Background: an optimization exercise with open tools, aiming at small area, a short achievable clock period and few clock cycles. Do not read the settings as production practice.
In this exercise RTL edits were held to simulation tests only and were not proved equivalent to the original.
No activity file was given, so power comes from the tool's default toggle rates.

==> flow/design.v <==
`default_nettype none
module sha1md_front (
	input  wire logic         clk,
	input  wire logic         arst_n,
	input  wire logic         push,
	output logic              full,
	input  wire logic [9:0]   item,
	output logic              job_push,
	output logic [519:0]      job,
	input  wire logic         job_full
);
	logic [7:0]   data_byte;
	logic         byte_present;
	logic         message_end;
	logic [511:0] blk_q;
	logic [511:0] blk_d;
	logic [5:0]   cnt_q;
	logic [5:0]   cnt_inc;
	logic         accept;
	logic         blk_full;
	assign data_byte    = item[9:2];
	assign byte_present = item[1];
	assign message_end  = item[0];
	assign full     = job_full;
	assign accept   = push && !job_full;
	assign cnt_inc  = cnt_q + 6'd1;
	assign blk_full = byte_present && (cnt_q == 6'd63);
	always_comb begin
		blk_d = blk_q;
		for (int i = 0; i < 16; i++)
			for (int j = 0; j < 4; j++)
				if (byte_present && cnt_q == 6'(4 * i + j))
					blk_d[32 * i + 8 * (3 - j) +: 8] = data_byte;
	end
	assign job_push = accept && (blk_full || message_end);
	assign job      = {blk_d, (byte_present ? cnt_inc : cnt_q), blk_full, message_end};
	always_ff @(posedge clk or negedge arst_n) begin
		if (!arst_n) begin
			cnt_q <= '0;
		end else if (accept) begin
			if (message_end)
				cnt_q <= '0;
			else if (byte_present)
				cnt_q <= cnt_inc;
		end
	end
	always_ff @(posedge clk) begin
		if (accept)
			blk_q <= blk_d;
	end
endmodule
`default_nettype wire
`default_nettype none
module sha1md_jobq #(
	parameter int DEPTH = 2
) (
	input  wire logic         clk,
	input  wire logic         arst_n,
	input  wire logic         wr_en,
	input  wire logic [519:0] wr_data,
	output logic              full,
	input  wire logic         rd_en,
	output logic [519:0]      rd_data,
	output logic              empty
);
	localparam int PW = (DEPTH > 1) ? $clog2(DEPTH) : 1;
	localparam int CW = $clog2(DEPTH + 1);
	logic [519:0]  mem_q [DEPTH];
	logic [PW-1:0] wr_ptr_q;
	logic [PW-1:0] rd_ptr_q;
	logic [CW-1:0] cnt_q;
	logic          do_wr;
	logic          do_rd;
	assign full    = (cnt_q == CW'(DEPTH));
	assign empty   = (cnt_q == '0);
	assign do_wr   = wr_en && !full;
	assign do_rd   = rd_en && !empty;
	assign rd_data = mem_q[rd_ptr_q];
	always_ff @(posedge clk or negedge arst_n) begin
		if (!arst_n) begin
			wr_ptr_q <= '0;
			rd_ptr_q <= '0;
			cnt_q    <= '0;
		end else begin
			if (do_wr)
				wr_ptr_q <= (wr_ptr_q == PW'(DEPTH - 1)) ? '0 : wr_ptr_q + PW'(1);
			if (do_rd)
				rd_ptr_q <= (rd_ptr_q == PW'(DEPTH - 1)) ? '0 : rd_ptr_q + PW'(1);
			if (do_wr && !do_rd)
				cnt_q <= cnt_q + CW'(1);
			else if (do_rd && !do_wr)
				cnt_q <= cnt_q - CW'(1);
		end
	end
	always_ff @(posedge clk) begin
		if (do_wr)
			mem_q[wr_ptr_q] <= wr_data;
	end
endmodule
`default_nettype wire
`default_nettype none
module sha1md_back (
	input  wire logic         clk,
	input  wire logic         arst_n,
	input  wire logic         job_valid,
	input  wire logic [519:0] job,
	output logic              job_pop,
	input  wire logic         pop,
	output logic              empty,
	output logic [159:0]      digest
);
	localparam logic [159:0] H_INIT = {
		32'hc3d2e1f0, 32'h10325476, 32'h98badcfe, 32'hefcdab89, 32'h67452301
	};
	localparam logic [31:0] K_CH     = 32'h5a827999;
	localparam logic [31:0] K_PAR_LO = 32'h6ed9eba1;
	localparam logic [31:0] K_MAJ    = 32'h8f1bbcdc;
	localparam logic [31:0] K_PAR_HI = 32'hca62c1d6;
	localparam logic [7:0]  PAD_BYTE = 8'h80;
	localparam logic [5:0]  LEN_ROOM = 6'd56;
	localparam logic [1:0] S_IDLE  = 2'd0;
	localparam logic [1:0] S_PAD   = 2'd1;
	localparam logic [1:0] S_ROUND = 2'd2;
	localparam logic [1:0] S_ADD   = 2'd3;
	logic [511:0] job_words;
	logic [5:0]   job_nbytes;
	logic         job_full;
	logic         job_last;
	logic [1:0]   state_q;
	logic [511:0] w_q;
	logic [159:0] chain_q;
	logic [159:0] sum;
	logic [31:0]  a_q, b_q, c_q, d_q, e_q;
	logic [54:0]  blocks_q;
	logic [6:0]   t_q;
	logic [5:0]   p_q;
	logic [63:0]  len_q;
	logic         last_q;
	logic         final_q;
	logic         second_q;
	logic         out_valid_q;
	logic [159:0] out_q;
	logic [63:0]  len;
	logic [511:0] padded;
	logic [511:0] padded_len;
	logic [511:0] tail_blk;
	logic [31:0]  f;
	logic [31:0]  k;
	logic [31:0]  tmp;
	logic [31:0]  w_xor;
	logic [31:0]  w_new;
	logic         out_free;
	logic         emit;
	assign job_words  = job[519:8];
	assign job_nbytes = job[7:2];
	assign job_full   = job[1];
	assign job_last   = job[0];
	assign empty    = !out_valid_q;
	assign digest   = out_q;
	assign out_free = !out_valid_q || pop;
	assign job_pop  = (state_q == S_IDLE) && job_valid;
	assign emit     = (state_q == S_ADD) && final_q && !second_q && out_free;
	assign len   = {blocks_q, p_q, 3'b000};
	assign w_xor = w_q[13*32+:32] ^ w_q[8*32+:32] ^ w_q[2*32+:32] ^ w_q[0+:32];
	assign w_new = {w_xor[30:0], w_xor[31]};
	always_comb begin
		for (int i = 0; i < 16; i++)
			for (int j = 0; j < 4; j++)
				if (6'(4 * i + j) < p_q)
					padded[32 * i + 8 * (3 - j) +: 8] = w_q[32 * i + 8 * (3 - j) +: 8];
				else if (6'(4 * i + j) == p_q)
					padded[32 * i + 8 * (3 - j) +: 8] = PAD_BYTE;
				else
					padded[32 * i + 8 * (3 - j) +: 8] = 8'h00;
		padded_len          = padded;
		padded_len[448+:32] = len[63:32];
		padded_len[480+:32] = len[31:0];
		tail_blk            = '0;
		tail_blk[448+:32]   = len_q[63:32];
		tail_blk[480+:32]   = len_q[31:0];
	end
	always_comb begin
		if (t_q <= 7'd19) begin
			f = (b_q & c_q) | (~b_q & d_q);
			k = K_CH;
		end else if (t_q <= 7'd39) begin
			f = b_q ^ c_q ^ d_q;
			k = K_PAR_LO;
		end else if (t_q <= 7'd59) begin
			f = (b_q & c_q) | (b_q & d_q) | (c_q & d_q);
			k = K_MAJ;
		end else begin
			f = b_q ^ c_q ^ d_q;
			k = K_PAR_HI;
		end
		tmp = {a_q[26:0], a_q[31:27]} + f + e_q + k + w_q[31:0];
	end
	assign sum[0+:32]   = chain_q[0+:32]   + a_q;
	assign sum[32+:32]  = chain_q[32+:32]  + b_q;
	assign sum[64+:32]  = chain_q[64+:32]  + c_q;
	assign sum[96+:32]  = chain_q[96+:32]  + d_q;
	assign sum[128+:32] = chain_q[128+:32] + e_q;
	always_ff @(posedge clk or negedge arst_n) begin
		if (!arst_n) begin
			state_q     <= S_IDLE;
			w_q         <= '0;
			chain_q     <= H_INIT;
			a_q         <= '0;
			b_q         <= '0;
			c_q         <= '0;
			d_q         <= '0;
			e_q         <= '0;
			blocks_q    <= '0;
			t_q         <= '0;
			p_q         <= '0;
			len_q       <= '0;
			last_q      <= 1'b0;
			final_q     <= 1'b0;
			second_q    <= 1'b0;
			out_valid_q <= 1'b0;
			out_q       <= '0;
		end else begin
			if (emit)
				out_valid_q <= 1'b1;
			else if (pop && out_valid_q)
				out_valid_q <= 1'b0;
			case (state_q)
				S_IDLE: begin
					if (job_valid) begin
						w_q      <= job_words;
						p_q      <= job_nbytes;
						last_q   <= job_last;
						final_q  <= 1'b0;
						second_q <= 1'b0;
						if (job_full) begin
							{a_q, b_q, c_q, d_q, e_q} <= {chain_q[0+:32], chain_q[32+:32],
								chain_q[64+:32], chain_q[96+:32], chain_q[128+:32]};
							t_q     <= '0;
							state_q <= S_ROUND;
						end else begin
							state_q <= S_PAD;
						end
					end
				end
				S_PAD: begin
					last_q <= 1'b0;
					if (p_q >= LEN_ROOM) begin
						w_q      <= padded;
						len_q    <= len;
						second_q <= 1'b1;
					end else begin
						w_q     <= padded_len;
						final_q <= 1'b1;
					end
					{a_q, b_q, c_q, d_q, e_q} <= {chain_q[0+:32], chain_q[32+:32],
						chain_q[64+:32], chain_q[96+:32], chain_q[128+:32]};
					t_q     <= '0;
					state_q <= S_ROUND;
				end
				S_ROUND: begin
					w_q <= {w_new, w_q[511:32]};
					e_q <= d_q;
					d_q <= c_q;
					c_q <= {b_q[1:0], b_q[31:2]};
					b_q <= a_q;
					a_q <= tmp;
					t_q <= t_q + 7'd1;
					if (t_q == 7'd79)
						state_q <= S_ADD;
				end
				S_ADD: begin
					if (!final_q || out_free) begin
						if (second_q) begin
							chain_q  <= sum;
							blocks_q <= blocks_q + 55'd1;
							w_q      <= tail_blk;
							second_q <= 1'b0;
							final_q  <= 1'b1;
							{a_q, b_q, c_q, d_q, e_q} <= {sum[0+:32], sum[32+:32],
								sum[64+:32], sum[96+:32], sum[128+:32]};
							t_q      <= '0;
							state_q  <= S_ROUND;
						end else if (final_q) begin
							out_q    <= {sum[0+:32], sum[32+:32], sum[64+:32], sum[96+:32],
								sum[128+:32]};
							chain_q  <= H_INIT;
							blocks_q <= '0;
							final_q  <= 1'b0;
							state_q  <= S_IDLE;
						end else begin
							chain_q  <= sum;
							blocks_q <= blocks_q + 55'd1;
							if (last_q) begin
								p_q     <= '0;
								state_q <= S_PAD;
							end else begin
								state_q <= S_IDLE;
							end
						end
					end
				end
				default: state_q <= S_IDLE;
			endcase
		end
	end
endmodule
`default_nettype wire
`default_nettype none
module sha1_message_digest #(
	parameter int QUEUE_DEPTH = 2
) (
	input  wire logic         clk,
	input  wire logic         arst_n,
	input  wire logic         push,
	output logic              full,
	input  wire logic [9:0]   item,
	output logic              empty,
	input  wire logic         pop,
	output logic [159:0]      digest
);
	logic [519:0] front_job;
	logic [519:0] back_job;
	logic         front_push;
	logic         q_full;
	logic         q_empty;
	logic         back_pop;
	sha1md_front u_front (
		.clk      (clk),
		.arst_n   (arst_n),
		.push     (push),
		.full     (full),
		.item     (item),
		.job_push (front_push),
		.job      (front_job),
		.job_full (q_full)
	);
	sha1md_jobq #(
		.DEPTH (QUEUE_DEPTH)
	) u_jobq (
		.clk     (clk),
		.arst_n  (arst_n),
		.wr_en   (front_push),
		.wr_data (front_job),
		.full    (q_full),
		.rd_en   (back_pop),
		.rd_data (back_job),
		.empty   (q_empty)
	);
	sha1md_back u_back (
		.clk       (clk),
		.arst_n    (arst_n),
		.job_valid (!q_empty),
		.job       (back_job),
		.job_pop   (back_pop),
		.pop       (pop),
		.empty     (empty),
		.digest    (digest)
	);
endmodule
`default_nettype wire
==> flow/run.sh <==
#!/bin/bash
# synth_recipe.tcl (not shown) runs the flow's synth.tcl, then flattens the netlist and writes it again
# the make line also repeats each setting of config.mk as NAME=value (left out here)
make -C /OpenROAD-flow-scripts/flow DESIGN_CONFIG=/design/flow/config.mk WORK_HOME=/design/flow/orfs CLKGATE_MAP_FILE= SYNTH_SCRIPT=/design/flow/synth_recipe.tcl finish
==> flow/config.mk <==
export PLATFORM = sky130hd
export DESIGN_NAME = sha1_message_digest
export DESIGN_NICKNAME = sha1_message_digest
export VERILOG_FILES = /design/flow/design.v
export SDC_FILE = /design/flow/constraint.sdc
export NUM_CORES = 4
export LEC_CHECK = 0
export CAP_MARGIN = 30
export CORE_MARGIN = 2
export CORE_UTILIZATION = 30
export SLEW_MARGIN = 40
==> flow/constraint.sdc <==
create_clock -name core_clock -period 8.0 [get_ports {clk}]
set_input_delay 1.6000 -clock core_clock [delete_from_list [all_inputs] [get_ports {clk}]]
set_output_delay 1.6000 -clock core_clock [all_outputs]
set_load 0.01 [all_outputs]
==> run_results.csv <==
group,metric,value,unit
yosys,ys_seq_elements,2689,
die,start_util,30.1,%
job,cap_violations,0,
timing,fin_worst_skew,0.0714,ns
yosys,synth_fp_nets,10100,
outcome,outcome,"finished clean",
timing,max_freq,0.140,GHz
placed_design,place.gp.congestion,0.893,
detailed_routing,drc,0,
placed_design,hpwl,238000,um
detailed_routing,ant_nets,0,
detailed_routing,dr_total_vias,81400,
worst_setup_path,rr_startpoint,"u_back.t_q[0]",
layout,layout_common_cells,"edfxtp_1 (1,552), nand2_1 (1,152), dfrtp_1 (1,056)",
worst_setup_path,cp.arrival,7.88,ns
timing,fin_crit_sh,89.1,%
power_and_ir_drop,finalPower,31.0,mW
yosys,ys_seq_area_share,60.9,%
power_and_ir_drop,power.leakage,48.5,nW
power_and_ir_drop,combPwrFrac,5.7,%
die,die-area,417000,sq um
power_and_ir_drop,peakVddDrop,0.000217,V
worst_hold_path,holdCritStartpoint,"u_back.len_q[8]",
clock_tree,clkTransAtPathRegs,0.06,ns
detailed_routing,drt_wl_total,369000,um
detailed_routing,vias_per_cell,5.25,
power_and_ir_drop,clkPwrFrac,43.1,%
worst_setup_path,required,8.75,ns
worst_setup_path,crit_start,"u_back.t_q[0]",
clock_tree,root_buffer,"clkbuf_16",
layout,final_area,142000,sq um
global_route,grt_pass1_vias,79600,
worst_setup_path,path_max_fanout,28,
clock_tree,cts_max_path_buffers,4,
die,rows,235,
layout,fillCellCount,40100,
timing,tightest_slew,0.904,ns
power_and_ir_drop,pwr-share-seq,51.1,%
detailed_routing,first_iter_violations,7737,
worst_hold_path,hp-class,"flip-flop to flip-flop",
layout,final_util,34.7,%
layout,seqCellArea,75200,sq um
timing,period_needed,7.13,ns
power_and_ir_drop,intPower,23.8,mW
yosys,ys.flop_type,"edfxtp_1",
power_and_ir_drop,netSwitchingPower,7.14,mW
detailed_routing,drtPass1Iterations,9,
power_and_ir_drop,power_density,218,nW/um^2
timing,setup_violations,0,
layout,fin_nets,10200,
power_and_ir_drop,swShare,23.1,%
worst_setup_path,path_class,"flip-flop to flip-flop",
clock_tree,cts_htree_levels,5,
clock_tree,cts_resized,0,
die,coreArea,410000,sq um
worst_setup_path,startpoint_type,"flip-flop",
detailed_routing,post_drt_wl_per_cell,23.8,um
timing,rsz0062_at_grt,"false",
layout,layout_commonest_cell,"edfxtp_1",
worst_setup_path,worst_setup_path_end_kind,"flip-flop",
timing,slew_viol_final,0,
timing,hold_viol_final,0,
clock_tree,cts_sinks,2689,
yosys,synthCells,9740,
global_route,grt_start_max_net_pins,161,
global_route,grt_antenna_before_repair,20,
yosys,syn-cell-area,123000,sq um
yosys,async_flop_share,42.3,%
global_route,overflow,0,
die,die_w,646,um
yosys,synth_warnings,3,
die,ios,176,
global_route,groute.usage.overall,17.2,%
timing,relSlewSlack,39.8,%
global_route,grt_pass1_wl,547000,um
layout,multi_input_area,45800,sq um
placed_design,placed_cells,15000,
clock_tree,ctsHoldBuffers,0,
clock_tree,cts_setup_buffers,0,
clock_tree,worstSkewPairLatency,0.92,ns
placed_design,io_buffers,175,
yosys,ys_types,109,
layout,syn_to_final_growth,15.0,%
layout,layout.cells.non_filler,15500,
yosys,syn_area_per_cell,12.7,sq um
die,fp.dieH,646,um
clock_tree,tritoncts,"yes",
placed_design,placed_area,132000,sq um
layout,layout-drive-gt1-share,18.8,%
yosys,synth_edf_count,1552,
clock_tree,cts_made_buffers,290,
per-layer routing:
layer / wire, um / GRT usage (%) / up-vias
met2: 168000 / 27.1 / 2765
met1: 162000 / 24.2 / 41900
li1: - / - / 36200
met5: 21 / 0 / -
met3: 24600 / 2.61 / 596
met4: 13400 / 5.98 / 4
path summary, 6_finish.rpt:
kind / end / slack (ns) / depth (start not counted)
max: u_back.a_q[30] / 0.87 / 25
min: u_back.len_q[8] / 0.47 / 1
max reg2reg: u_back.a_q[30] / 0.87 / 25
min reg2reg: u_back.len_q[8] / 0.47 / 1
max in group asynchronous: u_back.w_q[275] / 5.54 / 4
min in group asynchronous: u_back.chain_q[122] / 0.56 / 1
cell usage after synthesis (all sizes together) (86+ instances only):
master	number	area share, %
o21ai	410	1.7
xor2	111	0.79
nand2	1157	3.5
mux2i	95	0.77
nor2	693	2.1
mux2	1031	9.4
a22oi	464	2.8
clkbuf	484	1.5
a31oi	142	0.73
edfxtp	1552	38
inv	239	0.73
ha	230	2.3
a221oi	121	0.87
fa	124	2.0
xnor2	210	1.5
a21o	86	0.52
a22o	109	0.77
dfrtp	1057	21
a21oi	485	2.0
power groups by stage:
stage	Combinational, mW	Sequential (mW)	Clock, mW
2_1_floorplan	0.964	16.5	0
3_3_place_gp	1.73	16.1	0
3_5_place_dp	1.80	16.1	0
4_1_cts	1.80	15.8	13.6
5_1_grt	1.93	15.9	14.1
6_report	1.78	15.8	13.4
critical path, cell delays in order (launching register included):
cell      delay (ns)
dfrtp_1         0.42
ha_1            0.26
o21bai_1        0.24
o21ai_0         0.10
and2_1          0.31
inv_1           0.52
nand2_1         0.32
buf_4           0.34
nor2_1          0.13
nor2_1          0.06
fa_1            0.49
fa_1            0.55
inv_1           0.06
fa_1            0.53
inv_1           0.04
ha_1            0.35
and4_1          0.26
a21oi_1         0.25
o211ai_2        0.21
a31oi_4         0.26
nand2_2         0.10
a32o_1          0.27
o41a_1          0.38
nand2_1         0.10
o21ai_1         0.07
o32a_1          0.33
sequential cells by signal (all words and copies together), names as in the netlist, 7 cells and up:
| register | flops |
|---|---|
| u_back.a_q | 32 |
| u_back.b_q | 32 |
| u_back.blocks_q | 55 |
| u_back.c_q | 32 |
| u_back.chain_q | 160 |
| u_back.d_q | 32 |
| u_back.e_q | 32 |
| u_back.len_q | 61 |
| u_back.out_q | 160 |
| u_back.t_q | 7 |
| u_back.w_q | 512 |
| u_front.blk_q | 512 |
| u_jobq.mem_q | 1040 |
metrics by stage:
| step | setup WS, ns | setup TNS [ns] | hold slack [ns] |
|---|---|---|---|
| 3_5_place_dp | 0.658 | 0 | 0.454 |
| 5_1_grt | 0.433 | 0 | 0.490 |
| 2_1_floorplan | -6.88 | -4508.89 | 0.435 |
| 6_report | 0.874 | 0 | 0.467 |
| 3_3_place_gp | 0.671 | 0 | 0.450 |
| 4_1_cts | 0.587 | 0 | 0.471 |
area by class of cell:
type	count	share of cell area (%)
flip-flops and latches	2689	52.9
clock buffers	432	5.88
repair buffers	359	2.77
inverters	239	0.634
diodes	4	0.00705
clock inverters	100	0.716
multi-input cells	6248	32.3
well taps	5451	4.80
kinds of logic (layout without fill, tap and decap cells):
family,Yosys count,in the layout,synth area share (%)
flip-flops,2689,2689,60.9
XOR/XNOR,322,322,2.30
buffers and inverters,803,1130,2.48
AO/OA/AOI/OAI,2215,2215,12.2
multiplexers,1126,1126,10.2
other,0,4,0
AND/OR/NAND/NOR,2231,2231,7.61
adder cells (fa/ha/maj),354,354,4.34
Testbench counts, summed over its fixed seeds: cycles 81,559.

==> afterwards: timing with drivers on the ports <==
In the flow no input, the clock included, has a driving cell. The finished layout below was timed again as built, in two steps.
Step 1: set_driving_cell puts a clkbuf_16 on clk and a buf_2 on each other input, an assumption about the parent block.
Step 2 times the ports against the registers' clock, not the clock port: input delays grow and output delays shrink by t, the midpoint of the rising clock arrivals with the driver on.
a / b / c = ideal ports / drivers / drivers and shift; a / b = the first two.
t (ns): 0.997
setup slack, ns: 0.874 / 0.874 / 0.874
worst setup path after step 2: register to register
cell pins on the clock port's net: 1
After both steps setup and hold are still met in this run. For this run, drivers alone change the setup slack by 0.000 ns; drivers and shift together by 0.000 ns.
